This design comes from an exercise in tuning for small area on the open sky130 flow, not from production work.
Only simulation tests tie the RTL to the original design; equivalence was not proved.
Power and IR drop assume default switching activity. No driver is modelled on the clock port, so clocking that relies on it looks cheaper here than on a real chip.

File: config.mk
export PLATFORM = sky130hd
export DESIGN_NAME = well_renderer
export DESIGN_NICKNAME = well_renderer
export VERILOG_FILES = /design/flow/design.v
export SDC_FILE = /design/flow/constraint.sdc
export NUM_CORES = 4
export LEC_CHECK = 0
export CAP_MARGIN = 20
export CORE_MARGIN = 2
export CORE_UTILIZATION = 40
export CTS_CLUSTER_DIAMETER = 120
export CTS_CLUSTER_SIZE = 30
export SLEW_MARGIN = 20
export SYNTH_HIERARCHICAL = 1
File: constraint.sdc
create_clock -name core_clock -period 8.0 [get_ports {clock}]
set_input_delay 1.6000 -clock core_clock [delete_from_list [all_inputs] [get_ports {clock}]]
set_output_delay 1.6000 -clock core_clock [all_outputs]
set_load 0.01 [all_outputs]
File: design.v
package tetris_pkg;
    typedef logic [2:0]  color_code_t;
    typedef logic [23:0] rgb_t;
    function automatic rgb_t PALETTE(input color_code_t code);
        case (code)
            3'd0:    PALETTE = 24'h000000;    
            3'd1:    PALETTE = 24'h00FFFF;    
            3'd2:    PALETTE = 24'hFFFF00;    
            3'd3:    PALETTE = 24'h800080;    
            3'd4:    PALETTE = 24'h00FF00;    
            3'd5:    PALETTE = 24'hFF0000;    
            3'd6:    PALETTE = 24'h0000FF;    
            default: PALETTE = 24'hFFA500;    
        endcase
    endfunction
    localparam rgb_t WALL_COLOR  = 24'hCCCCCC;
    localparam rgb_t FLASH_COLOR = 24'hFFFFFF;
    localparam rgb_t GRID_COLOR  = 24'h404040;
    typedef enum logic {IDLE, FLASH} flash_state_t;
    typedef enum logic [1:0] {
        REGION_OUTSIDE,
        REGION_WALL,
        REGION_INTERIOR
    } region_t;
endpackage
module well_flash_ctrl #(
    parameter int WELL_H       = 20,
    parameter int FLASH_FRAMES = 4
) (
    input  logic                      clock,
    input  logic                      reset,
    input  logic                      frame_tick,
    input  logic                      clear_req,
    input  logic [$clog2(WELL_H)-1:0] clear_row,
    output logic                      clear_busy,
    output logic                      clear_done,
    output logic [$clog2(WELL_H)-1:0] flash_row,
    output logic                      flash_white
);
    logic [1:0] phase;
    logic       start, last;
    assign start = !clear_busy && clear_req && (int'(clear_row) < WELL_H);
    assign last  = clear_busy && frame_tick && (phase == 2'd3);
    always_ff @(posedge clock or posedge reset) begin
        if (reset) begin
            clear_busy <= 1'b0;
            phase      <= 2'd0;
            clear_done <= 1'b0;
        end else begin
            clear_done <= last;
            if (start)
                clear_busy <= 1'b1;
            else if (last)
                clear_busy <= 1'b0;
            if (clear_busy && frame_tick)
                phase <= phase + 2'd1;
        end
    end
    always_ff @(posedge clock) begin
        if (!clear_busy)
            flash_row <= clear_row;
    end
    assign flash_white = clear_busy && !phase[0];
endmodule
module well_renderer #(
    parameter int BLOCK_SIZE   = 20,
    parameter int WELL_W       = 10,
    parameter int WELL_H       = 20,
    parameter int OFF_COL      = 100,
    parameter int OFF_ROW      = 10,
    parameter int FLASH_FRAMES = 4
) (
    input  logic                      clock,
    input  logic                      reset,
    input  logic [10:0]               col,
    input  logic [10:0]               row,
    input  logic                      frame_tick,
    input  logic                      wr_en,
    input  logic [$clog2(WELL_W)-1:0] wr_x,
    input  logic [$clog2(WELL_H)-1:0] wr_y,
    input  logic [2:0]                wr_code,
    input  logic                      board_clr,
    input  logic                      clear_req,
    input  logic [$clog2(WELL_H)-1:0] clear_row,
    output logic                      clear_busy,
    output logic                      clear_done,
    output logic [23:0]               color
);
    localparam int XW = $clog2(WELL_W);
    localparam int YW = $clog2(WELL_H);
    localparam int B  = BLOCK_SIZE;
    localparam int WALL_LEFT  = OFF_COL;
    localparam int INT_LEFT   = OFF_COL + B;
    localparam int INT_RIGHT  = OFF_COL + B * (WELL_W + 1) - 1;
    localparam int WALL_RIGHT = OFF_COL + B * (WELL_W + 2) - 1;
    localparam int WELL_TOP   = OFF_ROW;
    localparam int WELL_BOT   = OFF_ROW + B * WELL_H - 1;
    localparam int FLOOR_BOT  = OFF_ROW + B * (WELL_H + 1) - 1;
    logic          in_frame_cols, in_int_cols, in_well_rows, in_frame_rows;
    logic          int_d, wall_d;
    logic [XW-1:0] bx_d;
    logic [YW-1:0] by_d;
    assign in_frame_cols = (int'(col) >= WALL_LEFT) && (int'(col) <= WALL_RIGHT);
    assign in_int_cols   = (int'(col) >= INT_LEFT)  && (int'(col) <= INT_RIGHT);
    assign in_well_rows  = (int'(row) >= WELL_TOP)  && (int'(row) <= WELL_BOT);
    assign in_frame_rows = (int'(row) >= WELL_TOP)  && (int'(row) <= FLOOR_BOT);
    assign int_d  = in_well_rows && in_int_cols;
    assign wall_d = in_frame_rows && in_frame_cols && !int_d;
    always_comb begin
        bx_d = '0;
        for (int i = 1; i < WELL_W; i++)
            if (int'(col[8:0]) >= INT_LEFT + B * i) bx_d = XW'(i);
        by_d = '0;
        for (int i = 1; i < WELL_H; i++)
            if (int'(row[8:0]) >= WELL_TOP + B * i) by_d = YW'(i);
    end
    logic          int_q, wall_q;
    logic [XW-1:0] bx_q;
    logic [YW-1:0] by_q;
    always_ff @(posedge clock or posedge reset) begin
        if (reset) begin
            int_q  <= 1'b0;
            wall_q <= 1'b0;
        end else begin
            int_q  <= int_d;
            wall_q <= wall_d;
        end
    end
    always_ff @(posedge clock) begin
        bx_q <= bx_d;
        by_q <= by_d;
    end
    logic [2:0]        brd [WELL_H][WELL_W];
    logic [WELL_W-1:0] col_valid;
    logic              wen;
    logic [WELL_W-1:0] col_wr;
    logic [WELL_H-1:0] row_sel;
    assign wen = wr_en && !board_clr && (int'(wr_x) < WELL_W) && (int'(wr_y) < WELL_H);
    always_comb begin
        for (int x = 0; x < WELL_W; x++) col_wr[x]  = wen && (int'(wr_x) == x);
        for (int y = 0; y < WELL_H; y++) row_sel[y] = (int'(wr_y) == y);
    end
    always_ff @(posedge clock or posedge reset) begin
        if (reset)
            col_valid <= '0;
        else if (board_clr)
            col_valid <= '0;
        else
            col_valid <= col_valid | col_wr;
    end
    logic              wr_col_inval;
    logic [WELL_H-1:0] row_en;
    logic [2:0]        row_data [WELL_H];
    assign wr_col_inval = !col_valid[wr_x];
    always_comb
        for (int y = 0; y < WELL_H; y++) row_en[y] = row_sel[y] || wr_col_inval;
    logic [WELL_H-1:0] row_sel_n;
    logic [2:0]        wr_code_n;
    assign row_sel_n = ~row_sel;
    assign wr_code_n = ~wr_code;
    for (genvar gy = 0; gy < WELL_H; gy++) begin : g_data
        for (genvar gb = 0; gb < 3; gb++) begin : g_bit
            well_nor2 u_d (.a(row_sel_n[gy]), .b(wr_code_n[gb]), .y(row_data[gy][gb]));
        end
    end
    logic              cell_keep [WELL_H][WELL_W];
    logic [2:0]        brd_d     [WELL_H][WELL_W];
    for (genvar gy = 0; gy < WELL_H; gy++) begin : g_cell_y
        for (genvar gx = 0; gx < WELL_W; gx++) begin : g_cell_x
            well_nand2 u_keep (.a(col_wr[gx]), .b(row_en[gy]), .y(cell_keep[gy][gx]));
            for (genvar gb = 0; gb < 3; gb++) begin : g_bit
                well_ao22 u_next (
                    .a (brd[gy][gx][gb]), .b (cell_keep[gy][gx]),
                    .c (col_wr[gx]),      .e (row_data[gy][gb]),
                    .y (brd_d[gy][gx][gb])
                );
            end
        end
    end
    always_ff @(posedge clock) begin
        for (int y = 0; y < WELL_H; y++)
            for (int x = 0; x < WELL_W; x++)
                brd[y][x] <= brd_d[y][x];
    end
    logic [YW-1:0] flash_row;
    logic          flash_white;
    well_flash_ctrl #(
        .WELL_H       (WELL_H),
        .FLASH_FRAMES (FLASH_FRAMES)
    ) u_flash (
        .clock       (clock),
        .reset       (reset),
        .frame_tick  (frame_tick),
        .clear_req   (clear_req),
        .clear_row   (clear_row),
        .clear_busy  (clear_busy),
        .clear_done  (clear_done),
        .flash_row   (flash_row),
        .flash_white (flash_white)
    );
    logic [2:0] cell_code;
    logic       hit;
    logic [3:0] code_d, code_q;
    logic [WELL_W-1:0] col_hot;
    logic [WELL_H-1:0] row_hot;
    logic [WELL_W-1:0] col_rd_n [3];
    always_comb begin
        for (int x = 0; x < WELL_W; x++) col_hot[x] = (int'(bx_q) == x) && col_valid[x];
        for (int y = 0; y < WELL_H; y++) row_hot[y] = (int'(by_q) == y);
    end
    for (genvar gx = 0; gx < WELL_W; gx++) begin : g_col
        for (genvar gb = 0; gb < 3; gb++) begin : g_bit
            logic [WELL_H-1:0] d;
            always_comb
                for (int y = 0; y < WELL_H; y++) d[y] = brd[y][gx][gb];
            well_rd_col u_rd (
                .d     (d),
                .sel   (row_hot),
                .en    (col_hot[gx]),
                .q_n   (col_rd_n[gb][gx])
            );
        end
    end
    always_comb
        for (int b = 0; b < 3; b++) cell_code[b] = !(&col_rd_n[b]);
    assign hit = flash_white && (by_q == flash_row);
    always_comb begin
        code_d = '0;
        if (int_q) code_d = hit ? 4'b1111 : {1'b0, cell_code};
        else if (wall_q) code_d = 4'b1000;
    end
    always_ff @(posedge clock) code_q <= code_d;
    always_comb begin
        if (code_q[3])
            color = code_q[0] ? tetris_pkg::FLASH_COLOR : tetris_pkg::WALL_COLOR;
        else
            color = tetris_pkg::PALETTE(code_q[2:0]);
    end
endmodule
module well_rd_col (
    input  logic [19:0] d,
    input  logic [19:0] sel,
    input  logic        en,
    output logic        q_n
);
    logic [6:0] g_n;      
    logic       p0, p1;   
    for (genvar i = 0; i < 6; i++) begin : g_aoi
        well_aoi222 u_aoi (
            .a (d[3*i]),   .b (sel[3*i]),
            .c (d[3*i+1]), .e (sel[3*i+1]),
            .f (d[3*i+2]), .g (sel[3*i+2]),
            .y (g_n[i])
        );
    end
    well_aoi22 u_aoi_last (.a(d[18]), .b(sel[18]), .c(d[19]), .e(sel[19]), .y(g_n[6]));
    well_nand4 u_n0 (.a(g_n[0]), .b(g_n[1]), .c(g_n[2]), .e(g_n[3]), .y(p0));
    well_nand3 u_n1 (.a(g_n[4]), .b(g_n[5]), .c(g_n[6]), .y(p1));
    well_oai21 u_o  (.a(p0), .b(p1), .c(en), .y(q_n));
endmodule
module well_aoi222 (input logic a, b, c, e, f, g, output logic y);
    assign y = !((a && b) || (c && e) || (f && g));
endmodule
module well_aoi22 (input logic a, b, c, e, output logic y);
    assign y = !((a && b) || (c && e));
endmodule
module well_nand4 (input logic a, b, c, e, output logic y);
    assign y = !(a && b && c && e);
endmodule
module well_nor2 (input logic a, b, output logic y);
    assign y = !(a || b);
endmodule
module well_nand2 (input logic a, b, output logic y);
    assign y = !(a && b);
endmodule
module well_ao22 (input logic a, b, c, e, output logic y);
    assign y = (a && b) || (c && e);
endmodule
module well_nand3 (input logic a, b, c, output logic y);
    assign y = !(a && b && c);
endmodule
module well_oai21 (input logic a, b, c, output logic y);
    assign y = !((a || b) && c);
endmodule
File: flow/run.sh
#!/bin/bash
# Layout flow: the standard ORFS flow (standard.sh, unchanged synthesis)
# with these changes to the layout steps:
#  - ports are buffered with the smallest buffer (buf_1) instead of the
#    default choice;
#  - clock tree: larger sink clusters and no dummy loads;
#  - after synthesis, combinational cells get their smallest drive strength
#    (flow/downsize.tcl, run at the end of the synth_odb step; its report is
#    in orfs/logs/.../1_synth.log).
# Each make step writes its own logs under orfs/logs; the make output itself
# goes to standard.log here.
set -euo pipefail
export BUFFER_PORTS_ARGS="-buffer_cell sky130_fd_sc_hd__buf_1"
export CTS_ARGS="-sink_clustering_enable -repair_clock_nets -sink_clustering_size 30 -sink_clustering_max_diameter 120 -dont_use_dummy_load"
export POST_SYNTH_TCL="$PWD/flow/downsize.tcl"
bash standard.sh > standard.log 2>&1
File: flow/downsize.tcl
# Sourced at the end of ORFS's synth_odb step (POST_SYNTH_TCL): give every
# combinational cell the smallest-area drive strength of its family. ABC sizes
# cells up for its own assumed loads; the later repair steps (repair_design,
# repair_timing) size up again wherever the layout needs it.
set db [ord::get_db]
set block [ord::get_db_block]
set best [dict create]
foreach lib [$db getLibs] {
  foreach m [$lib getMasters] {
    set n [$m getName]
    if {![regexp {^(sky130_fd_sc_hd__[a-z0-9]+)_([0-9]+)$} $n -> base drive]} { continue }
    set a [expr {[$m getWidth] * [$m getHeight]}]
    if {![dict exists $best $base] || $a < [lindex [dict get $best $base] 0]} {
      dict set best $base [list $a $m]
    }
  }
}
set dont_use [split $::env(DONT_USE_CELLS)]
set n_swapped 0
foreach inst [$block getInsts] {
  set m [$inst getMaster]
  set n [$m getName]
  if {![regexp {^(sky130_fd_sc_hd__[a-z0-9]+)_([0-9]+)$} $n -> base drive]} { continue }
  if {[regexp {__(df|edf|sdf|sedf|dl|clk|conb|tap|fill|decap|diode|lpflow|probe)} $base]} { continue }
  if {![dict exists $best $base]} { continue }
  set nm [lindex [dict get $best $base] 1]
  if {$nm eq $m} { continue }
  if {[$nm getWidth] * [$nm getHeight] >= [$m getWidth] * [$m getHeight]} { continue }
  if {[lsearch -exact $dont_use [$nm getName]] >= 0} { continue }
  puts "downsize: [$inst getName] $n -> [$nm getName]"
  $inst swapMaster $nm
  incr n_swapped
}
puts "downsize: $n_swapped cells swapped"
File: standard.sh
#!/bin/bash
# synth_recipe.tcl (not shown) runs the flow's synth.tcl, then flattens the netlist and writes it again
# the make line also repeats each setting of config.mk as NAME=value (left out here)
make -C /OpenROAD-flow-scripts/flow DESIGN_CONFIG=/design/flow/config.mk WORK_HOME=/design/flow/orfs CLKGATE_MAP_FILE= SYNTH_SCRIPT=/design/flow/synth_recipe.tcl "${@:-finish}"
==> impl_metrics.csv, run 1 <==
group,metric,value,unit
outcome,status,"no timing/DRC/antenna violations",
global_route,grt_max_degree,82,
power_and_ir_drop,vdd_drop_max,0.1419,mV
yosys,yosysMostFrequentCell,"dfxtp_1",
clock_tree,cts_tree,"yes",
sta,period_minus_slack,4.694,ns
route,drt_iter0_drc,3136,
sta,hold_violations,0,
power_and_ir_drop,p_switching,1179,uW
placed_design,dpl-instance-area,24930,sq um
sta,layout_setup_ws,3.306,ns
layout,register_area,12820,sq um
yosys,synth.distinct_cells,61,
floorplan,die_h,246.2,um
global_route,antenna_found_initial,1,
route,wirelength,83850,um
route,drt-wirelength-per-cell,27.98,um
yosys,ys_top_cells_by_area,"dfxtp_1, a22o_1, a222oi_1",
route,vias,20250,
power_and_ir_drop,swShare,0.2345,
clock_tree,cts-root-to-sink-buffers,3,
route,dr.pass1.iters,10,
power_and_ir_drop,pwr-share-seq,0.646,
global_route,grt_pass1_wl,122700,um
clock_tree,insertion_delay,0.63,ns
sta,tightest_slew,1.248,ns
global_route,grtUsageTotal,0.2676,
sta,finalCritPeriodShare,0.5868,
critical_path,crit_path_end_kind,"output pin",
floorplan,rows,88,
hold_path,hold_path.class,"reg -> reg",
critical_path,rr_endpoint,"code_q[1]",
yosys,netlist.area_leader.share,0.5179,
layout,final_util,0.4424,
power_and_ir_drop,leakage,0.009099,uW
route,vias_per_cell,6.756,
layout,antenna-diode-count,0,
yosys,ys_warn_count,14,
power_and_ir_drop,combPwrFrac,0.048,
layout,area_growth,8.955,%
power_and_ir_drop,clkPwrFrac,0.305,
critical_path,start_kind,"register",
placed_design,numPortBuffers,67,
yosys,synth_fp_nets,2191,
sta,slew_headroom,0.1649,
clock_tree,hold_buffers,0,
hold_path,min_to,"brd[125][1]",
yosys,yosys.area.top_type,"dfxtp_1",
global_route,grt_overflow_total,0,
power_and_ir_drop,power.internal,3850,uW
critical_path,r2r-start,"by_q[1]",
layout,drive_gt1_frac,0.04435,
clock_tree,root_buffer,"clkbuf_16",
critical_path,crit_fanout,6,
placed_design,gp_congestion,0.9236,
yosys,synth_seq_cells,634,
hold_path,hp-start,"brd[125][1]",
sta,finalSetupTns,0,ns
floorplan,core,57810,sq um
yosys,async_flop_share,0.02524,
route,drc_errors,0,
critical_path,arrival,3.09,ns
clock_tree,cts_resized,0,
clock_tree,clk_pin_slew,0.12,ns
layout,final_area,25570,sq um
critical_path,ff2ff_setup_slack,4.42,ns
floorplan,die_w,246.2,um
yosys,yosys_most_used_dff,"dfxtp_1",
sta,rsz0062_at_grt,"false",
clock_tree,cts_buffers,25,
critical_path,path_class,"reg -> out",
yosys,postSynthAreaPerCell,10.94,sq um
placed_design,hpwl,56480,um
layout,multiInputGateArea,10610,sq um
clock_tree,clock_sinks,634,
sta,skew,0.08644,ns
critical_path,cp_data_required_time,6.40,ns
floorplan,ioPinCount,71,
sta,fmax,213.0,MHz
yosys,synth_seq_area_share,0.5412,
route,antenna_left,0,
layout,fillers,5433,
yosys,syn_area,23470,sq um
yosys,synth_edf_count,5,
sta,setup_viol,0,
yosys,synthTopCellsByCount,"dfxtp_1, a22o_1, nand2_1",
run,cap_violations,0,
layout,fin_nets,2280,
global_route,first_global_vias,18670,
clock_tree,post_cts_buffers,0,
sta,finalMaxSlewViolations,0,
floorplan,initial_core_util,0.4061,
placed_design,dp_slack,3.324,ns
sta,hold_slack,0.4963,ns
yosys,yosys-stat-area,23690,sq um
floorplan,dieArea,60630,sq um
hold_path,hold_depth,1,
power_and_ir_drop,powerDensity,196.6,nW/um^2
critical_path,r2r_cells,9,
yosys,netlist_instances,2145,
clock_tree,htreeDepth,1,
==> layer usage <==
metal / vias to the layer above / global-route usage / wire length [um]
li1: 9021 / - / -
met1: 10050 / 0.3870 / 36590
met2: 1027 / 0.4039 / 35930
met3: 145 / 0.04183 / 8242
met4: 2 / 0.09109 / 3068
met5: - / 0 / 16
==> worst max-delay path by stage <==
stage	end	startpoint	depth (start not counted)	slack (ns)
2_1_floorplan	brd[101][0]	wr_y[4]	7	0.90
3_3_place_gp	brd[58][0]	wr_y[3]	8	3.35
3_5_place_dp	brd[58][1]	wr_y[3]	8	3.32
4_1_cts	color[0]	code_q[0]	4	3.44
5_1_grt	color[4]	code_q[0]	4	3.28
6_report	color[4]	code_q[0]	4	3.31
==> logic make-up after synthesis <==
kind of cell	share of synthesized area
AO/OA/AOI/OAI	0.3446
flip-flops	0.5412
AND/OR/NAND/NOR	0.09537
buffers and inverters	0.01119
XOR/XNOR	0.003327
multiplexers	0.003379
adder cells (fa/ha/maj)	0.0009505
==> through the flow <==
step                      std cells  total power, uW
after floorplan                2145             3456
after global placement         2968             3549
after detailed placement       2969             3558
after CTS                      2994             5037
after global routing           2997             5169
final                          2997             5028
==> area by class of cell <==
class                   instances  share of cell area
inverters                      17            0.002495
repair buffers                 99             0.01923
well taps                     765             0.03743
clock buffers                  25             0.02446
multi-input cells            1457              0.4150
flip-flops and latches        634              0.5014
==> Yosys stat by module (local to each module, per instance), a selection <==
module / flops+latches / area (sq um) / cells inside / copies in the design
well_nor2: 0 / 3.754 / 1 / 60
well_ao22: 0 / 8.758 / 1 / 600
well_nand3: 0 / 5.005 / 1 / 30
well_nand2: 0 / 3.754 / 1 / 200
well_aoi22: 0 / 12.51 / 1 / 30
well_renderer: 625 / 14460 / 965 / 1
well_nand4: 0 / 6.256 / 1 / 30
well_oai21: 0 / 5.005 / 1 / 30
well_aoi222: 0 / 10.01 / 1 / 180
==> power by group through the flow <==
stage	clock network (uW)	logic [uW]	registers, uW
final	1540	243	3250
after global placement	0	232	3320
after global routing	1650	261	3260
after detailed placement	0	238	3320
after floorplan	0	153	3300
after CTS	1550	239	3250
==> flip-flops by register name (all words and copies together), names as in the netlist <==
| signal | flops |
|---|---|
| brd | 600 |
| bx_q | 4 |
| by_q | 5 |
| code_q | 4 |
| col_valid | 10 |
| int_q | 1 |
| u_flash.clear_busy | 1 |
| u_flash.clear_done | 1 |
| u_flash.flash_row | 5 |
| u_flash.phase | 2 |
| wall_q | 1 |
==> critical path: stages, from the launching register on <==
cell,delay [ns]
dfxtp_1,0.44
nand2b_1,0.11
o21ai_0,0.83
a21boi_0,0.88
buf_1,0.22
==> cell usage in the layout (no fill, tap or decap), types with 9 or more instances in the layout <==
| cell | count |
|---|---|
| dfxtp_1 | 613 |
| nand3_1 | 46 |
| nor2_4 | 11 |
| buf_1 | 67 |
| a22o_1 | 600 |
| buf_4 | 32 |
| a22oi_1 | 30 |
| nand4_1 | 39 |
| inv_1 | 17 |
| nor2_1 | 87 |
| nor2_2 | 12 |
| a222oi_1 | 180 |
| clkbuf_16 | 25 |
| o21ai_0 | 17 |
| a21oi_1 | 21 |
| dfrtp_1 | 16 |
| nand2b_1 | 9 |
| o21ai_1 | 30 |
| nor2b_1 | 14 |
| nand2_1 | 257 |
==> run 2, diff against run 1 <==
--- a/config.mk
+++ b/config.mk
@@ -8,7 +8,5 @@
 export CAP_MARGIN = 20
 export CORE_MARGIN = 2
-export CORE_UTILIZATION = 40
-export CTS_CLUSTER_DIAMETER = 120
-export CTS_CLUSTER_SIZE = 30
+export CORE_UTILIZATION = 60
 export SLEW_MARGIN = 20
 export SYNTH_HIERARCHICAL = 1
==> run 2 against run 1 <==
  * Synthesized area unchanged
  * Sequential power about the same
  * Die area down 33%
  * Core utilization up 21 points
  * Sequential share of layout area up 0.67 points
  * Non-clock buffer count down 5
  * Register-to-register slack worse by 0.13 ns
  * Fmax up 18%
  * Clock skew down 0.022 ns
  * Combinational power about the same
  * Critical path depth up 4
  * Highest routed layer unchanged
==> impl_metrics.csv, run 2 <==
group,metric,value,unit
sta,skew,0.06448,ns
critical_path,start_kind,"input port",
route,drt_iter0_drc,3487,
sta,period_minus_slack,3.987,ns
yosys,yosys.area.top_type,"dfxtp_1",
layout,final_area,25240,sq um
layout,reg_top3,"brd (600), col_valid (10)",
yosys,synth_seq_cells,634,
critical_path,worst-path-stages,8,
placed_design,dp_slack,3.443,ns
critical_path,path_class,"in -> reg",
yosys,synthTopCellsByCount,"dfxtp_1, a22o_1, nand2_1",
yosys,postSynthAreaPerCell,10.94,sq um
sta,layout_setup_ws,4.013,ns
floorplan,ioPinCount,71,
clock_tree,hold_buffers,0,
critical_path,crit_path_end_kind,"register",
critical_path,r2r-start,"by_q[1]",
yosys,netlist.area_leader.share,0.5179,
yosys,ys_warn_count,14,
placed_design,hpwl,50350,um
route,vias,20080,
sta,tightest_slew,1.246,ns
route,vias_per_cell,7.311,
yosys,synth.distinct_cells,61,
clock_tree,cts_resized,0,
clock_tree,cts_tree,"yes",
floorplan,die_w,201.8,um
hold_path,hold_path.class,"reg -> reg",
hold_path,hp-start,"brd[146][1]",
critical_path,r2r_cells,9,
sta,finalMaxSlewViolations,0,
yosys,synthSimpleGateAreaFrac,0.09537,
clock_tree,post_cts_buffers,0,
global_route,grtUsageTotal,0.3566,
route,drc_errors,0,
placed_design,numPortBuffers,67,
critical_path,path_cells,"buf_1 -> o21ai_0 -> and3b_1 -> nand3_1 -> nor2_4 -> buf_4 -> nand2_1 -> a22o_1",
route,wirelength,75280,um
yosys,muxShareOfSynthArea,0.003380,
placed_design,gp_congestion,0.9935,
critical_path,crit_fanout,49,
power_and_ir_drop,leakage,0.009073,uW
yosys,ys_top_cells_by_area,"dfxtp_1, a22o_1, a222oi_1",
floorplan,rows,72,
yosys,synth-xor-area-share,0.003327,
clock_tree,insertion_delay,0.59,ns
sta,hold_violations,0,
yosys,synth_edf_count,5,
floorplan,die_h,201.8,um
clock_tree,root_buffer,"clkbuf_16",
clock_tree,cts_buffers,25,
clock_tree,clock_sinks,634,
yosys,yosys_most_used_dff,"dfxtp_1",
global_route,grt_max_degree,82,
yosys,synth_fa_ha_area_frac,0.0009505,
critical_path,max_stage_delay,0.76,ns
power_and_ir_drop,powerDensity,197.9,nW/um^2
clock_tree,cts-root-to-sink-buffers,3,
critical_path,worst-path-buf-inv,2,
sta,rsz0062_at_grt,"false",
layout,final_common_cell,"dfxtp_1",
route,dr.pass1.iters,13,
global_route,antenna_found_initial,3,
layout,drive_gt1_frac,0.04266,
yosys,async_flop_share,0.02524,
power_and_ir_drop,vdd_drop_max,0.1768,mV
route,drt-wirelength-per-cell,27.41,um
yosys,synth_compound_area_frac,0.3446,
route,antenna_left,0,
clock_tree,htreeDepth,1,
floorplan,initial_core_util,0.6074,
critical_path,path_delay_family,"simple AND/OR/NAND/NOR gates",
sta,hold_slack,0.4886,ns
critical_path,arrival,4.48,ns
critical_path,critical_path.slowest_cell,"nor2_4",
yosys,yosys-stat-area,23690,sq um
layout,top_register,"brd",
layout,largest_register_ffs,600,
global_route,grt_overflow_total,0,
sta,slew_headroom,0.1666,
yosys,syn_area,23470,sq um
critical_path,cp_data_required_time,8.49,ns
critical_path,crit_start,"wr_y[3]",
outcome,status,"no timing/DRC/antenna violations",
layout,final_cell_mix,"dfxtp_1, a22o_1, nand2_1",
floorplan,dieArea,40720,sq um
run,cap_violations,0,
layout,final_util,0.6531,
placed_design,dpl-instance-area,24600,sq um
global_route,grt_pass1_wl,111300,um
clock_tree,clk_pin_slew,0.11,ns
hold_path,hold_depth,1,
yosys,netlist_instances,2145,
sta,finalCritPeriodShare,0.4983,
sta,fmax,250.8,MHz
layout,fin_nets,2275,
yosys,synth_seq_area_share,0.5412,
sta,setup_viol,0,
yosys,yosysMostFrequentCell,"dfxtp_1",
floorplan,core,38650,sq um
global_route,first_global_vias,17970,
yosys,synth_top_family_by_area,"compound AO/OA/AOI/OAI gates",
yosys,synth_fp_nets,2191,
layout,area_growth,7.527,%
sta,finalSetupTns,0,ns
[run 2: cell counts after synthesis]
No cell type changed its count.
[run 2: worst register-to-register path, stage by stage, from the launching register on]
cell and delay [ns]:
dfxtp_1 0.74, nand2b_1 0.47, nor2_2 0.07, buf_4 0.26
a222oi_1 0.76, nand4_1 0.44, o21ai_1 0.24, nand4_1 0.14
o31ai_1 0.27, nand2_1 0.16
[run 2: where the power goes]
group	switching [uW]	internal, uW	total (uW)
sequential	38.3	3210	3250
combinational	166	74.7	241
clock	941	565	1510
[run 2: Yosys stat by module, one instance, submodules excluded, a selection]
module / cells / flip-flops and latches
well_aoi222: 1 / 0
well_nand2: 1 / 0
well_oai21: 1 / 0
well_aoi22: 1 / 0
well_nand3: 1 / 0
well_renderer: 965 / 625
well_ao22: 1 / 0
[run 2: metal layers]
layer  vias to the layer above  GRT usage  wire length (um)
met5                         -          0                26
met4                         4     0.1200              2780
met3                       134    0.07949              9848
met2                      1183     0.5034             31070
met1                      9749     0.5371             31560
li1                       9007          -                 -
[run 2: cell type report]
class	count	area, sq um
inverter	17	63.81
multi-input combinational	1457	10620
sequential	634	12820
fill	3129	13410
antenna	1	2.502
timing repair buffer	94	461.7
tap	518	648.1
clock buffer	25	625.6
[run 2: cell families (layout without fill, tap and decap cells)]
family          Yosys count  after routing
buf+inv                  54            136
mux                       5              5
other cells               0              1
simple gates            514            514
fa+ha+maj                 2              2
flops                   634            634
compound gates          927            927
xor+xnor                  9              9
[run 2: stage by stage]
| step | cells | total power, uW |
|---|---|---|
| after global routing | 2745 | 5135 |
| after floorplan | 2145 | 3456 |
| after detailed placement | 2720 | 3552 |
| after global placement | 2718 | 3541 |
| final | 2746 | 4994 |
| after CTS | 2745 | 4994 |
[run 2: final timing paths]
| kind | to | slack (ns) |
|---|---|---|
| min in group asynchronous | u_flash.phase[1] | 0.87 |
| max in group asynchronous | col_valid[8] | 6.66 |
| min reg2reg | brd[146][1] | 0.49 |
| max | brd[59][1] | 4.01 |
| max reg2reg | code_q[1] | 4.29 |
| min | brd[146][1] | 0.49 |
==> run 3, diff against run 2 <==
--- a/config.mk
+++ b/config.mk
@@ -6,7 +6,7 @@
 export NUM_CORES = 4
 export LEC_CHECK = 0
-export CAP_MARGIN = 20
+export CAP_MARGIN = 0
 export CORE_MARGIN = 2
 export CORE_UTILIZATION = 60
-export SLEW_MARGIN = 20
+export SLEW_MARGIN = 0
 export SYNTH_HIERARCHICAL = 1
==> run 3 against run 2 <==
  * Still clean
  * Final cell count is 0.11% lower
  * Power hardly changed
  * Core utilization is 0.14 points lower
  * Critical endpoint unchanged
  * Largest cell class unchanged
==> impl_metrics.csv, run 3 <==
group,metric,value,unit
outcome,status,"no timing/DRC/antenna violations",
floorplan,initial_core_util,0.6074,
placed_design,hpwl,50200,um
power_and_ir_drop,powerDensity,198.5,nW/um^2
global_route,grtUsageTotal,0.3564,
yosys,synth_fp_nets,2191,
floorplan,die_w,201.8,um
sta,skew,0.07317,ns
critical_path,arrival,4.46,ns
layout,fin_nets,2273,
layout,drive_gt1_frac,0.04135,
clock_tree,hold_buffers,0,
route,antenna_left,0,
layout,top_register,"brd",
layout,final_cells,2743,
route,drc_errors,0,
clock_tree,insertion_delay,0.60,ns
layout,antenna-diode-count,0,
sta,finalSetupTns,0,ns
yosys,synth_seq_area_share,0.5412,
yosys,ys_top_cells_by_area,"dfxtp_1, a22o_1, a222oi_1",
global_route,grt_pass1_wl,111300,um
clock_tree,post_cts_buffers,0,
layout,final_common_cell,"dfxtp_1",
critical_path,max_stage_delay,0.76,ns
critical_path,crit_fanout,49,
route,vias,20110,
yosys,netlist.area_leader.share,0.5179,
route,vias_per_cell,7.331,
yosys,ys_warn_count,14,
layout,reg_top3,"brd (600), col_valid (10)",
placed_design,gp_congestion,0.9935,
yosys,netlist_instances,2145,
clock_tree,cts-root-to-sink-buffers,3,
critical_path,path_class,"in -> reg",
sta,slew_headroom,0.1274,
clock_tree,htreeDepth,1,
sta,hold_slack,0.4900,ns
yosys,async_flop_share,0.02524,
critical_path,crit_path_end_kind,"register",
placed_design,numPortBuffers,67,
layout,largest_register_ffs,600,
yosys,postSynthAreaPerCell,10.94,sq um
global_route,first_global_vias,17850,
floorplan,dieArea,40720,sq um
yosys,yosys-stat-area,23690,sq um
sta,hold_violations,0,
floorplan,ioPinCount,71,
route,wirelength,75530,um
clock_tree,clock_sinks,634,
yosys,yosys.area.top_type,"dfxtp_1",
hold_path,hold_path.class,"reg -> reg",
sta,finalCritPeriodShare,0.4963,
yosys,synth.distinct_cells,61,
sta,period_minus_slack,3.970,ns
yosys,yosys_most_used_dff,"dfxtp_1",
sta,finalMaxSlewViolations,0,
yosys,syn_area,23470,sq um
layout,area_growth,7.303,%
yosys,synth_edf_count,5,
critical_path,path_cells,"buf_1 -> o21ai_0 -> and3b_1 -> nand3_1 -> nor2_4 -> buf_4 -> nand2_1 -> a22o_1",
power_and_ir_drop,vdd_drop_max,0.1830,mV
clock_tree,cts_resized,0,
clock_tree,root_buffer,"clkbuf_16",
critical_path,start_kind,"input port",
layout,final_cell_mix,"dfxtp_1, a22o_1, nand2_1",
yosys,yosysMostFrequentCell,"dfxtp_1",
clock_tree,cts_buffers,25,
sta,rsz0062_at_grt,"false",
critical_path,critical_path.slowest_cell,"nor2_4",
route,dr.pass1.iters,11,
critical_path,ff2ff_setup_slack,4.32,ns
floorplan,rows,72,
clock_tree,cts_tree,"yes",
floorplan,die_h,201.8,um
placed_design,dp.cells,2718,
route,drt-wirelength-per-cell,27.54,um
critical_path,cp_data_required_time,8.49,ns
global_route,grt_overflow_total,0,
sta,fmax,251.9,MHz
sta,tightest_slew,1.308,ns
global_route,antenna_found_initial,0,
route,drt_iter0_drc,3504,
floorplan,core,38650,sq um
clock_tree,clk_pin_slew,0.11,ns
global_route,grt_max_degree,82,
yosys,synthTopCellsByCount,"dfxtp_1, a22o_1, nand2_1",
power_and_ir_drop,leakage,0.009059,uW
yosys,synth_seq_cells,634,
run,cap_violations,0,
sta,setup_viol,0,
## run 3: cell counts after synthesis
No cell type changed its count.
## run 3: per-layer routing
layer  track usage  vias to the layer above  share of wire  wire length [um]
met5             0                        -              0                 0
met4       0.09112                        0          0.029              2200
met3       0.08062                      111           0.13              9974
met2        0.5215                     1244           0.42             31740
met1        0.5315                     9775           0.42             31620
li1              -                     8979              -                 -
## run 3: final timing paths
path / startpoint / endpoint / cells past startpoint
setup / recovery: wr_y[3] / brd[59][1] / 8
hold / removal: brd[143][0] / brd[143][0] / 1
setup reg to reg: by_q[1] / code_q[1] / 9
hold reg to reg: brd[143][0] / brd[143][0] / 1
max in group asynchronous: reset / col_valid[4] / 2
min in group asynchronous: reset / u_flash.clear_busy / 2
## run 3: per-stage QoR
step	power, uW	utilization	worst slack [ns]	cell area (sq um)
after floorplan	3456	-	0.9040	23470
after global placement	3541	0.6355	3.573	24560
after detailed placement	3550	0.6355	3.511	24560
after CTS	4996	0.6517	4.105	25190
after global routing	5139	0.6517	3.840	25190
final	4999	0.6517	4.030	25190
## run 3: Yosys stat by module (local to each module, per instance), a selection
module | cells inside | copies in the design
well_aoi22 | 1 | 30
well_renderer | 965 | 1
well_oai21 | 1 | 30
well_aoi222 | 1 | 180
well_nand4 | 1 | 30
well_nand2 | 1 | 200
well_ao22 | 1 | 600
well_nor2 | 1 | 60
well_nand3 | 1 | 30
## run 3: power by group
part	leakage, uW	internal [uW]	switching, uW
sequential	0.00520	3210	38.4
clock	0.000308	565	948
combinational	0.00355	74.1	165
total	0.00906	3850	1150
## run 3: cell type report
type	instances	area [sq um]
clock buffers	25	625.6
well taps	518	648.1
inverters	17	63.81
repair buffers	92	439.2
multi-input cells	1457	10590
fillers	3145	13460
flip-flops and latches	634	12820
## run 3: cells by family (layout without fill, tap and decap cells)
logic type,count (synthesis),in the layout,synth area share
and+or+nand+nor,514,514,0.09537
AOI/OAI and AO/OA,927,927,0.3446
adders and majority gates,2,2,0.0009505
DFF,634,634,0.5412
buffers and inverters,54,134,0.01119
muxes,5,5,0.003379
xor gates and xnor gates,9,9,0.003327
## run 3: critical path, delay by kind of cell
| family | cells | cell delay [ns] |
|---|---|---|
| and+or+nand+nor | 4 | 1.52 |
| AOI/OAI and AO/OA | 2 | 0.47 |
| buffers and inverters | 2 | 0.82 |
==> run 4, diff against run 3 <==
--- a/config.mk
+++ b/config.mk
@@ -9,4 +9,5 @@
 export CORE_MARGIN = 2
 export CORE_UTILIZATION = 60
+export GPL_ROUTABILITY_DRIVEN = 0
 export SLEW_MARGIN = 0
 export SYNTH_HIERARCHICAL = 1
==> run 4 against run 3 <==
  * Still clean on timing, DRC and antenna
  * Clock skew decreased by 0.0058 ns
  * Setup slack improved by 0.11 ns
  * Sequential share of layout area about the same
  * Core utilization about the same
  * Critical endpoint is now brd[49][1]
==> impl_metrics.csv, run 4 <==
group,metric,value,unit
outcome,status,"no timing/DRC/antenna violations",
global_route,grt_overflow_total,0,
placed_design,hpwl,50520,um
critical_path,start_kind,"input port",
yosys,netlist.area_leader.share,0.5179,
sta,tightest_slew,1.398,ns
floorplan,core,38650,sq um
route,dr.pass1.iters,10,
global_route,first_global_vias,18350,
yosys,synth_edf_count,5,
layout,drive_gt1_frac,0.04092,
layout,final_area,25180,sq um
power_and_ir_drop,powerDensity,198.2,nW/um^2
layout,antenna-diode-count,0,
clock_tree,clock_sinks,634,
power_and_ir_drop,leakage,0.009054,uW
critical_path,cp_data_required_time,8.49,ns
yosys,yosysMostFrequentCell,"dfxtp_1",
critical_path,crit_path_end_kind,"register",
hold_path,hold_path.class,"reg -> reg",
placed_design,numPortBuffers,67,
yosys,syn_area,23470,sq um
run,cap_violations,0,
critical_path,crit_fanout,49,
critical_path,path_cells,"buf_1 -> o21ai_0 -> and3b_1 -> nand3_1 -> nor2_4 -> buf_4 -> nand2_1 -> a22o_1",
sta,period_minus_slack,3.859,ns
critical_path,arrival,4.35,ns
yosys,synthTopCellsByCount,"dfxtp_1, a22o_1, nand2_1",
route,vias_per_cell,7.373,
layout,register_area,12820,sq um
sta,fmax,259.1,MHz
floorplan,die_w,201.8,um
yosys,netlist_instances,2145,
clock_tree,root_buffer,"clkbuf_16",
yosys,yosys.area.top_type,"dfxtp_1",
global_route,antenna_found_initial,4,
sta,finalSetupTns,0,ns
yosys,yosys_most_used_dff,"dfxtp_1",
route,drt-wirelength-per-cell,28.08,um
layout,top_register,"brd",
clock_tree,clk_pin_slew,0.11,ns
yosys,ys_warn_count,14,
global_route,grtUsageTotal,0.3640,
yosys,synth_seq_area_share,0.5412,
yosys,synth_seq_cells,634,
clock_tree,hold_buffers,0,
layout,area_growth,7.271,%
layout,fillers,3144,
clock_tree,post_cts_buffers,0,
yosys,postSynthAreaPerCell,10.94,sq um
route,antenna_left,0,
yosys,async_flop_share,0.02524,
global_route,grt_max_degree,82,
clock_tree,cts-root-to-sink-buffers,3,
clock_tree,cts_resized,0,
yosys,synth.distinct_cells,61,
sta,setup_viol,0,
yosys,yosys-stat-area,23690,sq um
clock_tree,htreeDepth,1,
critical_path,max_stage_delay,0.76,ns
sta,slew_headroom,0.06721,
sta,rsz0062_at_grt,"false",
layout,largest_register_ffs,600,
layout,multiInputGateArea,10590,sq um
layout,reg_top3,"brd (600), col_valid (10)",
critical_path,path_class,"in -> reg",
layout,final_cell_mix,"dfxtp_1, a22o_1, nand2_1",
route,vias,20220,
critical_path,critical_path.slowest_cell,"nor2_4",
placed_design,dpl-instance-area,24550,sq um
sta,finalCritPeriodShare,0.4824,
critical_path,ff2ff_setup_slack,4.25,ns
route,drt_iter0_drc,3039,
sta,skew,0.06732,ns
sta,hold_violations,0,
route,drc_errors,0,
clock_tree,insertion_delay,0.60,ns
power_and_ir_drop,vdd_drop_max,0.1628,mV
sta,hold_slack,0.4846,ns
sta,finalMaxSlewViolations,0,
layout,final_common_cell,"dfxtp_1",
floorplan,ioPinCount,71,
floorplan,rows,72,
floorplan,dieArea,40720,sq um
floorplan,initial_core_util,0.6074,
global_route,grt_pass1_wl,113500,um
clock_tree,cts_tree,"yes",
clock_tree,cts_buffers,25,
layout,fin_nets,2272,
route,wirelength,76990,um
yosys,ys_top_cells_by_area,"dfxtp_1, a22o_1, a222oi_1",
yosys,synth_fp_nets,2191,
floorplan,die_h,201.8,um
## run 4: final cells by class
class                      count  area share
inverter                      17    0.002534
timing repair buffer          91     0.01714
clock buffer                  25     0.02485
tap                          518     0.02574
multi-input combinational   1457      0.4205
sequential                   634      0.5092
## run 4: metal layers
metal  wire length [um]  track usage  vias to the layer above
met2              32690       0.5401                     1219
met1              31560       0.5261                     9835
met5                 55            0                        -
met4               2995       0.1171                        8
li1                   -            -                     8976
met3               9700      0.08336                      178
## run 4: power by group
group	switching [uW]	internal, uW	total (uW)
registers	37.4	3210	3250
clock network	944	564	1510
logic	164	73.0	237
## run 4: per-stage QoR
step / utilization / std cells / worst slack (ns) / total power, uW
6_report: 0.6515 / 2742 / 4.141 / 4992
5_1_grt: 0.6515 / 2742 / 3.941 / 5131
4_1_cts: 0.6515 / 2742 / 4.182 / 4989
3_5_place_dp: 0.6353 / 2717 / 3.580 / 3547
3_3_place_gp: 0.6353 / 2717 / 3.681 / 3538
2_1_floorplan: - / 2145 / 0.9040 / 3456
## run 4: kinds of logic (layout without fill, tap and decap cells)
| logic type | after synthesis | in the layout | share of synthesized area |
|---|---|---|---|
| AO/OA/AOI/OAI | 927 | 927 | 0.3446 |
| XOR/XNOR | 9 | 9 | 0.003327 |
| flip-flops | 634 | 634 | 0.5412 |
| adder cells (fa/ha/maj) | 2 | 2 | 0.0009505 |
| multiplexers | 5 | 5 | 0.003379 |
| buffers and inverters | 54 | 133 | 0.01119 |
| AND/OR/NAND/NOR | 514 | 514 | 0.09537 |
## run 4: path summary, 6_finish.rpt
path                              from  cells after the start                 end
min reg2reg                brd[146][2]                      1         brd[146][2]
min                        brd[146][2]                      1         brd[146][2]
max reg2reg                    by_q[0]                      8           code_q[1]
max in group asynchronous        reset                      2        col_valid[3]
max                            wr_y[2]                      8          brd[49][1]
min in group asynchronous        reset                      2  u_flash.clear_busy
## run 4: worst max-delay path, delay by kind of cell
family / cells / cell delay, ns
buf+inv: 2 / 0.79
simple gates: 4 / 1.50
compound gates: 2 / 0.42
## run 4: Yosys stat by module, one instance, submodules excluded, a selection
| module | copies in the design | cell area (sq um) |
|---|---|---|
| well_nand2 | 200 | 3.754 |
| well_nand4 | 30 | 6.256 |
| well_oai21 | 30 | 5.005 |
| well_renderer | 1 | 14460 |
| well_aoi222 | 180 | 10.01 |
| well_nand3 | 30 | 5.005 |
| well_aoi22 | 30 | 12.51 |
| well_nor2 | 60 | 3.754 |
| well_ao22 | 600 | 8.758 |
==> run 5, diff against run 4 <==
--- a/flow/run.sh
+++ b/flow/run.sh
@@ -12,5 +12,5 @@
 set -euo pipefail
 export BUFFER_PORTS_ARGS="-buffer_cell sky130_fd_sc_hd__buf_1"
-export CTS_ARGS="-sink_clustering_enable -repair_clock_nets -sink_clustering_size 30 -sink_clustering_max_diameter 120 -dont_use_dummy_load"
+export CTS_ARGS="-sink_clustering_enable -repair_clock_nets -sink_clustering_size 32 -sink_clustering_max_diameter 80 -dont_use_dummy_load"
 export POST_SYNTH_TCL="$PWD/flow/downsize.tcl"
 bash standard.sh > standard.log 2>&1
--- a/config.mk
+++ b/config.mk
@@ -8,6 +8,5 @@
 export CAP_MARGIN = 0
 export CORE_MARGIN = 2
-export CORE_UTILIZATION = 60
-export GPL_ROUTABILITY_DRIVEN = 0
+export CORE_UTILIZATION = 70
 export SLEW_MARGIN = 0
 export SYNTH_HIERARCHICAL = 1
==> run 5 against run 4 <==
  * Clock power rose by 5%
  * Clock-buffer cell count grew 3
  * Sequential power is essentially flat
  * Routed wire length down 1.1%
  * Clock skew decreased by 0.026 ns
  * Global-route usage increased by 5.7 points
  * First-iteration DRC count rose by 38%
  * Final cell count down 2.4%
  * Synthesized cell count is the same
  * Critical path depth unchanged
  * Fmax rose by 0.57%
==> impl_metrics.csv, run 5 <==
group,metric,value,unit
critical_path,crit_path_end_kind,"register",
clock_tree,clock_sinks,634,
run,cap_violations,0,
critical_path,path_cells,"buf_1 -> o21ai_0 -> and3b_1 -> nand3_1 -> nor2_4 -> buf_4 -> nand2_1 -> a22o_1",
power_and_ir_drop,finalPower,5064,uW
critical_path,max_stage_delay,0.72,ns
global_route,antenna_found_initial,2,
floorplan,core,33280,sq um
global_route,grt_pass1_wl,114500,um
route,wl_met1,29170,um
sta,slew_headroom,0.08510,
critical_path,start_kind,"input port",
yosys,synth_seq_area_share,0.5412,
route,antenna_left,0,
power_and_ir_drop,leakage,0.009086,uW
hold_path,hold_path.class,"reg -> reg",
yosys,synth_compound_area_frac,0.3446,
yosys,postSynthAreaPerCell,10.94,sq um
clock_tree,root_buffer,"clkbuf_16",
floorplan,ioPinCount,71,
critical_path,cp_data_required_time,8.48,ns
yosys,yosys.area.top_type,"dfxtp_1",
layout,largest_register_ffs,600,
yosys,syn_area,23470,sq um
layout,final_cells,2677,
global_route,grt_max_degree,82,
placed_design,hpwl,50210,um
power_and_ir_drop,powerDensity,201.2,nW/um^2
route,drc_errors,0,
route,wirelength,76180,um
yosys,ys_warn_count,14,
route,dr.pass1.iters,13,
yosys,synthTopCellsByCount,"dfxtp_1, a22o_1, nand2_1",
layout,top_register,"brd",
yosys,synth_edf_count,5,
layout,fin_nets,2274,
route,drt-wirelength-per-cell,28.46,um
layout,final_common_cell,"dfxtp_1",
yosys,synth.distinct_cells,61,
sta,rsz0062_at_grt,"false",
clock_tree,post_cts_buffers,0,
yosys,yosys-stat-area,23690,sq um
yosys,netlist.area_leader.share,0.5179,
route,met2_length,31740,um
clock_tree,cts_tree,"yes",
placed_design,dp.cells,2646,
route,wl_met3,11600,um
critical_path,ff2ff_setup_slack,4.32,ns
yosys,synth_top_family_by_area,"compound AO/OA/AOI/OAI gates",
global_route,grtUsageTotal,0.4210,
global_route,first_global_vias,18870,
placed_design,dp_slack,3.657,ns
sta,skew,0.04141,ns
yosys,yosysMostFrequentCell,"dfxtp_1",
sta,fmax,260.6,MHz
placed_design,gp_congestion,0.9485,
clock_tree,clk_pin_slew,0.09,ns
yosys,synthSimpleGateAreaFrac,0.09537,
sta,finalCritPeriodShare,0.4796,
global_route,grt_overflow_total,0,
yosys,synth-xor-area-share,0.003327,
yosys,yosys_most_used_dff,"dfxtp_1",
yosys,synth_fp_nets,2191,
yosys,async_flop_share,0.02524,
critical_path,worst-path-buf-inv,2,
sta,period_minus_slack,3.837,ns
sta,hold_violations,0,
critical_path,arrival,4.32,ns
layout,area_growth,7.217,%
route,drt_iter0_drc,4190,
critical_path,path_delay_family,"simple AND/OR/NAND/NOR gates",
clock_tree,cts-root-to-sink-buffers,3,
sta,layout_setup_ws,4.163,ns
sta,setup_viol,0,
clock_tree,cts_resized,0,
sta,tightest_slew,1.371,ns
clock_tree,htreeDepth,1,
route,top_layer,"met4",
floorplan,rows,67,
critical_path,critical_path.slowest_cell,"nor2_4",
yosys,netlist_instances,2145,
placed_design,numPortBuffers,67,
yosys,synth_seq_cells,634,
yosys,muxShareOfSynthArea,0.003380,
clock_tree,cts_buffers,28,
floorplan,initial_core_util,0.7053,
route,vias,20710,
floorplan,dieArea,35010,sq um
floorplan,die_h,187.1,um
floorplan,die_w,187.1,um
yosys,synth_fa_ha_area_frac,0.0009505,
sta,finalSetupTns,0,ns
layout,drive_gt1_frac,0.04178,
clock_tree,hold_buffers,0,
yosys,ys_top_cells_by_area,"dfxtp_1, a22o_1, a222oi_1",
sta,finalMaxSlewViolations,0,
layout,reg_top3,"brd (600), col_valid (10)",
clock_tree,insertion_delay,0.61,ns
critical_path,crit_fanout,49,
layout,final_cell_mix,"dfxtp_1, a22o_1, nand2_1",
route,vias_per_cell,7.735,
power_and_ir_drop,vdd_drop_max,0.2124,mV
outcome,status,"no timing/DRC/antenna violations",
critical_path,path_class,"in -> reg",
## run 5: cell counts after synthesis
Identical to the previous run, type by type.
## run 5: logic make-up after synthesis
| kind of cell | after synthesis |
|---|---|
| multiplexers | 5 |
| XOR/XNOR | 9 |
| buffers and inverters | 54 |
| flip-flops | 634 |
| AO/OA/AOI/OAI | 927 |
| adder cells (fa/ha/maj) | 2 |
| AND/OR/NAND/NOR | 514 |
## run 5: worst paths after layout
path / from / end / cells after the start
max: wr_y[3] / brd[35][1] / 8
min: brd[197][1] / brd[197][1] / 1
min in group asynchronous: reset / u_flash.phase[1] / 2
max reg2reg: by_q[0] / code_q[0] / 8
min reg2reg: brd[197][1] / brd[197][1] / 1
max in group asynchronous: reset / col_valid[1] / 2
## run 5: area by class of cell
class                           count  area (sq um)
Sequential cell                   634         12820
Multi-Input combinational cell   1457         10590
Fill cell                        2375          8114
Clock buffer                       28         700.7
Tap cell                          448         560.5
Timing Repair Buffer               90         424.2
Inverter                           17         63.81
Antenna cell                        3         7.507
## run 5: worst register-to-register path: stages (launching register included)
cell and delay, ns:
dfxtp_1 0.68, nand2b_1 0.43, nor2_2 0.33, a222oi_1 0.73, nand4_1 0.50, o21ai_1 0.30, nand4_1 0.15, o31ai_1 0.26
nand2_1 0.13
## run 5: through the flow
step | hold WS, ns | utilization | instance area (sq um)
2_1_floorplan | 0.4553 | - | 23470
3_3_place_gp | 0.4653 | 0.7349 | 24460
3_5_place_dp | 0.4698 | 0.7349 | 24460
4_1_cts | 0.4893 | 0.7560 | 25160
5_1_grt | 0.5040 | 0.7560 | 25160
6_report | 0.4893 | 0.7562 | 25170
## run 5: routing by layer
metal	global-route usage	up-vias
met5	0	-
met4	0.1535	0
met3	0.08799	194
met2	0.6160	1510
met1	0.6173	10020
li1	-	8984
## run 5: where the power goes
group | internal, uW | total, uW | switching [uW]
Sequential | 3210 | 3240 | 35.6
Combinational | 73.6 | 240 | 166
Clock | 626 | 1580 | 955
## run 5: per-module statistics from Yosys (local to each module, per instance), a selection
| module | area, sq um | cells |
|---|---|---|
| well_nand4 | 6.256 | 1 |
| well_aoi222 | 10.01 | 1 |
| well_nand3 | 5.005 | 1 |
| well_nand2 | 3.754 | 1 |
| well_nor2 | 3.754 | 1 |
| well_ao22 | 8.758 | 1 |
| well_oai21 | 5.005 | 1 |
| well_aoi22 | 12.51 | 1 |
| well_renderer | 14460 | 965 |
==> run 6, diff against run 5 <==
--- a/flow/run.sh
+++ b/flow/run.sh
@@ -12,5 +12,5 @@
 set -euo pipefail
 export BUFFER_PORTS_ARGS="-buffer_cell sky130_fd_sc_hd__buf_1"
-export CTS_ARGS="-sink_clustering_enable -repair_clock_nets -sink_clustering_size 32 -sink_clustering_max_diameter 80 -dont_use_dummy_load"
+export CTS_ARGS="-sink_clustering_enable -repair_clock_nets -sink_clustering_size 30 -sink_clustering_max_diameter 120 -dont_use_dummy_load"
 export POST_SYNTH_TCL="$PWD/flow/downsize.tcl"
 bash standard.sh > standard.log 2>&1
--- a/flow/downsize.tcl
+++ b/flow/downsize.tcl
@@ -1,6 +1,2 @@
-# Sourced at the end of ORFS's synth_odb step (POST_SYNTH_TCL): give every
-# combinational cell the smallest-area drive strength of its family. ABC sizes
-# cells up for its own assumed loads; the later repair steps (repair_design,
-# repair_timing) size up again wherever the layout needs it.
 set db [ord::get_db]
 set block [ord::get_db_block]
@@ -24,4 +20,12 @@
   if {[regexp {__(df|edf|sdf|sedf|dl|clk|conb|tap|fill|decap|diode|lpflow|probe)} $base]} { continue }
   if {![dict exists $best $base]} { continue }
+  set fanout 0
+  foreach it [$inst getITerms] {
+    if {![$it isOutputSignal]} { continue }
+    set net [$it getNet]
+    if {$net eq "NULL"} { continue }
+    incr fanout [expr {[llength [$net getITerms]] - 1 + [llength [$net getBTerms]]}]
+  }
+  if {$fanout > 4} { continue }
   set nm [lindex [dict get $best $base] 1]
   if {$nm eq $m} { continue }
--- a/config.mk
+++ b/config.mk
@@ -8,5 +8,5 @@
 export CAP_MARGIN = 0
 export CORE_MARGIN = 2
-export CORE_UTILIZATION = 70
+export CORE_UTILIZATION = 60
 export SLEW_MARGIN = 0
 export SYNTH_HIERARCHICAL = 1
==> run 6 against run 5 <==
  * Synthesized cell count did not move
  * Hold slack got worse by 0.0038 ns
  * Setup slack worse by 0.20 ns
  * Routed wire length decreased by 1.3%
  * Die area is 16% higher
  * Register-to-register slack gained 0.13 ns
  * First-iteration DRC count is 22% lower
  * Flip-flop and latch count is the same
  * Clock-buffer cell count fell by 3
  * Critical path depth is the same
  * Sequential share of layout area barely moved
  * Critical path type unchanged
  * Largest cell class unchanged
  * Largest power group unchanged
==> impl_metrics.csv, run 6 <==
group,metric,value,unit
placed_design,hpwl,50320,um
yosys,synthTopCellsByCount,"dfxtp_1, a22o_1, nand2_1",
power_and_ir_drop,leakage,0.009054,uW
sta,fmax,248.0,MHz
yosys,ys_top_cells_by_area,"dfxtp_1, a22o_1, a222oi_1",
clock_tree,cts-root-to-sink-buffers,3,
sta,rsz0062_at_grt,"false",
run,cap_violations,0,
yosys,yosys.area.top_type,"dfxtp_1",
clock_tree,post_cts_buffers,0,
placed_design,gp_congestion,0.9431,
clock_tree,clock_sinks,634,
yosys,async_flop_share,0.02524,
power_and_ir_drop,combPwrFrac,0.048,
yosys,yosys_most_used_dff,"dfxtp_1",
power_and_ir_drop,clkPwrFrac,0.301,
yosys,synth_top_family_by_area,"compound AO/OA/AOI/OAI gates",
critical_path,path_cells,"buf_1 -> o21ai_0 -> and3b_1 -> nand3_1 -> nor2_4 -> buf_4 -> nand2_1 -> a22o_1",
power_and_ir_drop,powerDensity,197.9,nW/um^2
sta,tightest_slew,1.410,ns
yosys,synth_fa_ha_area_frac,0.0009505,
yosys,synth_edf_count,5,
sta,finalSetupTns,0,ns
global_route,first_global_vias,18490,
critical_path,crit_path_end_kind,"register",
power_and_ir_drop,pwr-share-seq,0.651,
power_and_ir_drop,finalPower,4983,uW
route,drc_errors,0,
sta,skew,0.06882,ns
yosys,ys_warn_count,14,
layout,final_cell_mix,"dfxtp_1, a22o_1, nand2_1",
clock_tree,hold_buffers,0,
floorplan,ioPinCount,71,
critical_path,max_stage_delay,0.69,ns
yosys,synthSimpleGateAreaFrac,0.09537,
placed_design,numPortBuffers,67,
layout,final_area,25180,sq um
sta,hold_slack,0.4855,ns
critical_path,crit_start,"wr_y[2]",
yosys,netlist.area_leader.share,0.5179,
layout,largest_register_ffs,600,
global_route,grt_overflow_total,0,
power_and_ir_drop,p_switching,1136,uW
floorplan,die_w,201.8,um
critical_path,ff2ff_setup_slack,4.45,ns
hold_path,hold_depth,1,
layout,drive_gt1_frac,0.04092,
global_route,antenna_found_initial,1,
floorplan,initial_core_util,0.6076,
hold_path,hold_path.class,"reg -> reg",
sta,hold_violations,0,
critical_path,rr_endpoint,"code_q[1]",
yosys,muxShareOfSynthArea,0.003380,
floorplan,rows,72,
yosys,yosysMostFrequentCell,"dfxtp_1",
sta,slew_headroom,0.05929,
yosys,synth_seq_cells,634,
clock_tree,root_buffer,"clkbuf_16",
hold_path,min_to,"brd[148][1]",
route,drt_iter0_drc,3285,
critical_path,crit_fanout,49,
global_route,grtUsageTotal,0.3557,
floorplan,core,38650,sq um
layout,area_growth,7.236,%
placed_design,dpl-instance-area,24550,sq um
clock_tree,clk_pin_slew,0.11,ns
yosys,synth_seq_area_share,0.5412,
layout,final_common_cell,"dfxtp_1",
outcome,status,"no timing/DRC/antenna violations",
sta,period_minus_slack,4.032,ns
yosys,synth_compound_area_frac,0.3446,
floorplan,die_h,201.8,um
clock_tree,htreeDepth,1,
global_route,grt_max_degree,82,
clock_tree,cts_tree,"yes",
clock_tree,insertion_delay,0.59,ns
route,antenna_left,0,
sta,finalMaxSlewViolations,0,
yosys,syn_area,23480,sq um
yosys,synth_fp_nets,2191,
floorplan,dieArea,40740,sq um
critical_path,r2r_cells,8,
route,dr.pass1.iters,12,
route,vias,20190,
critical_path,start_kind,"input port",
layout,fin_nets,2272,
yosys,netlist_instances,2145,
critical_path,cp_data_required_time,8.48,ns
clock_tree,cts_buffers,25,
power_and_ir_drop,vdd_drop_max,0.2091,mV
sta,finalCritPeriodShare,0.5040,
critical_path,critical_path.slowest_cell,"nor2_4",
critical_path,worst-path-buf-inv,2,
critical_path,r2r-start,"by_q[0]",
route,vias_per_cell,7.362,
layout,reg_top3,"brd (600), col_valid (10)",
route,wirelength,75170,um
layout,top_register,"brd",
sta,setup_viol,0,
critical_path,path_delay_family,"simple AND/OR/NAND/NOR gates",
yosys,synth-xor-area-share,0.003327,
critical_path,path_class,"in -> reg",
critical_path,arrival,4.51,ns
clock_tree,cts_resized,0,
power_and_ir_drop,swShare,0.2280,
yosys,synth.distinct_cells,61,
power_and_ir_drop,power.internal,3847,uW
route,drt-wirelength-per-cell,27.40,um
hold_path,hp-start,"brd[148][1]",
yosys,yosys-stat-area,23690,sq um
layout,final_util,0.6516,
yosys,postSynthAreaPerCell,10.95,sq um
global_route,grt_pass1_wl,112000,um
[run 6: cell counts after synthesis]
Identical to the previous run, type by type.
[run 6: area by class of cell]
| type | instances | area (sq um) |
|---|---|---|
| antenna | 1 | 2.502 |
| clock buffer | 25 | 625.6 |
| fill | 3201 | 13470 |
| inverter | 17 | 63.81 |
| multi-input combinational | 1457 | 10590 |
| sequential | 634 | 12820 |
| tap | 518 | 648.1 |
| timing repair buffer | 91 | 431.7 |
[run 6: worst max path at each step]
stage             endpoint  slack (ns)  cells after the start
3_5_place_dp    brd[67][1]        3.44                      8
4_1_cts         brd[67][0]        4.06                      8
3_3_place_gp    brd[67][2]        3.50                      8
2_1_floorplan  brd[101][0]        0.92                      7
5_1_grt          brd[7][2]        3.79                      8
6_report        brd[97][1]        3.97                      8
[run 6: modules after synthesis (local to each module, per instance), excerpt]
module | flops+latches | times used
well_ao22 | 0 | 600
well_aoi22 | 0 | 30
well_aoi222 | 0 | 180
well_nand2 | 0 | 200
well_nand3 | 0 | 30
well_nand4 | 0 | 30
well_nor2 | 0 | 60
well_oai21 | 0 | 30
well_renderer | 625 | 1
[run 6: power groups by stage]
stage               clock network [uW]  registers, uW  logic, uW
global route                      1610           3250        255
floorplan                            0           3300        153
finish                            1500           3250        237
CTS                               1510           3250        232
detailed placement                   0           3320        231
global placement                     0           3320        224
[run 6: logic make-up (layout without fill, tap and decap cells)]
| kind of cell | Yosys count | after routing |
|---|---|---|
| AO/OA/AOI/OAI | 927 | 927 |
| XOR/XNOR | 9 | 9 |
| adder cells (fa/ha/maj) | 2 | 2 |
| buffers and inverters | 54 | 133 |
| flip-flops | 634 | 634 |
| multiplexers | 5 | 5 |
| other | 0 | 1 |
| AND/OR/NAND/NOR | 514 | 514 |
[run 6: stage by stage]
step | instances | setup slack (ns)
floorplan | 2145 | 0.9163
global placement | 2717 | 3.504
detailed placement | 2717 | 3.440
CTS | 2742 | 4.060
global route | 2742 | 3.795
finish | 2743 | 3.968
[run 6: metal layers]
| layer | vias up | global-route usage | share of wire |
|---|---|---|---|
| li1 | 8979 | - | - |
| met5 | - | 0.02143 | 0.0016 |
| met3 | 107 | 0.05256 | 0.12 |
| met1 | 9949 | 0.5334 | 0.42 |
| met4 | 4 | 0.1145 | 0.033 |
| met2 | 1154 | 0.5252 | 0.42 |

[afterwards: timing with drivers on the ports]
No port has a modelled driver above. Below, the same layouts with a new extraction and two added sets of constraints.
Step 1 (the two cells are an assumption about what drives the block):
set clk [get_ports {clock}]
set_driving_cell -lib_cell sky130_fd_sc_hd__clkbuf_16 $clk
set_driving_cell -lib_cell sky130_fd_sc_hd__buf_2 [delete_from_list [all_inputs] $clk]
Step 2, shift: input delay + t, output delay - t, t = (earliest + latest rising clock arrival at the registers) / 2. This alone moves slack from input paths to output paths.
Slacks: ideal ports / drivers / drivers and shift; pairs: ideal ports / drivers.
run	t, ns	slack for setup (ns)	worst register clock-pin slew, ns	worst data-port slew with drivers (ns)
run 1	0.644	3.306 / 3.247 / 3.191	0.12 / 0.12	0.11
run 2	0.621	4.013 / 4.030 / 3.409	0.12 / 0.12	0.07
run 3	0.625	4.030 / 4.044 / 3.420	0.12 / 0.12	0.06
run 4	0.621	4.141 / 4.150 / 3.529	0.12 / 0.12	0.07
run 5	0.653	4.163 / 4.169 / 3.516	0.12 / 0.12	0.07
run 6	0.617	3.968 / 3.979 / 3.362	0.12 / 0.12	0.07
After both steps every run listed still meets setup and hold. The setup slack of run 5, which loses most, moves by +0.006 ns with the drivers and by -0.647 ns with both steps.
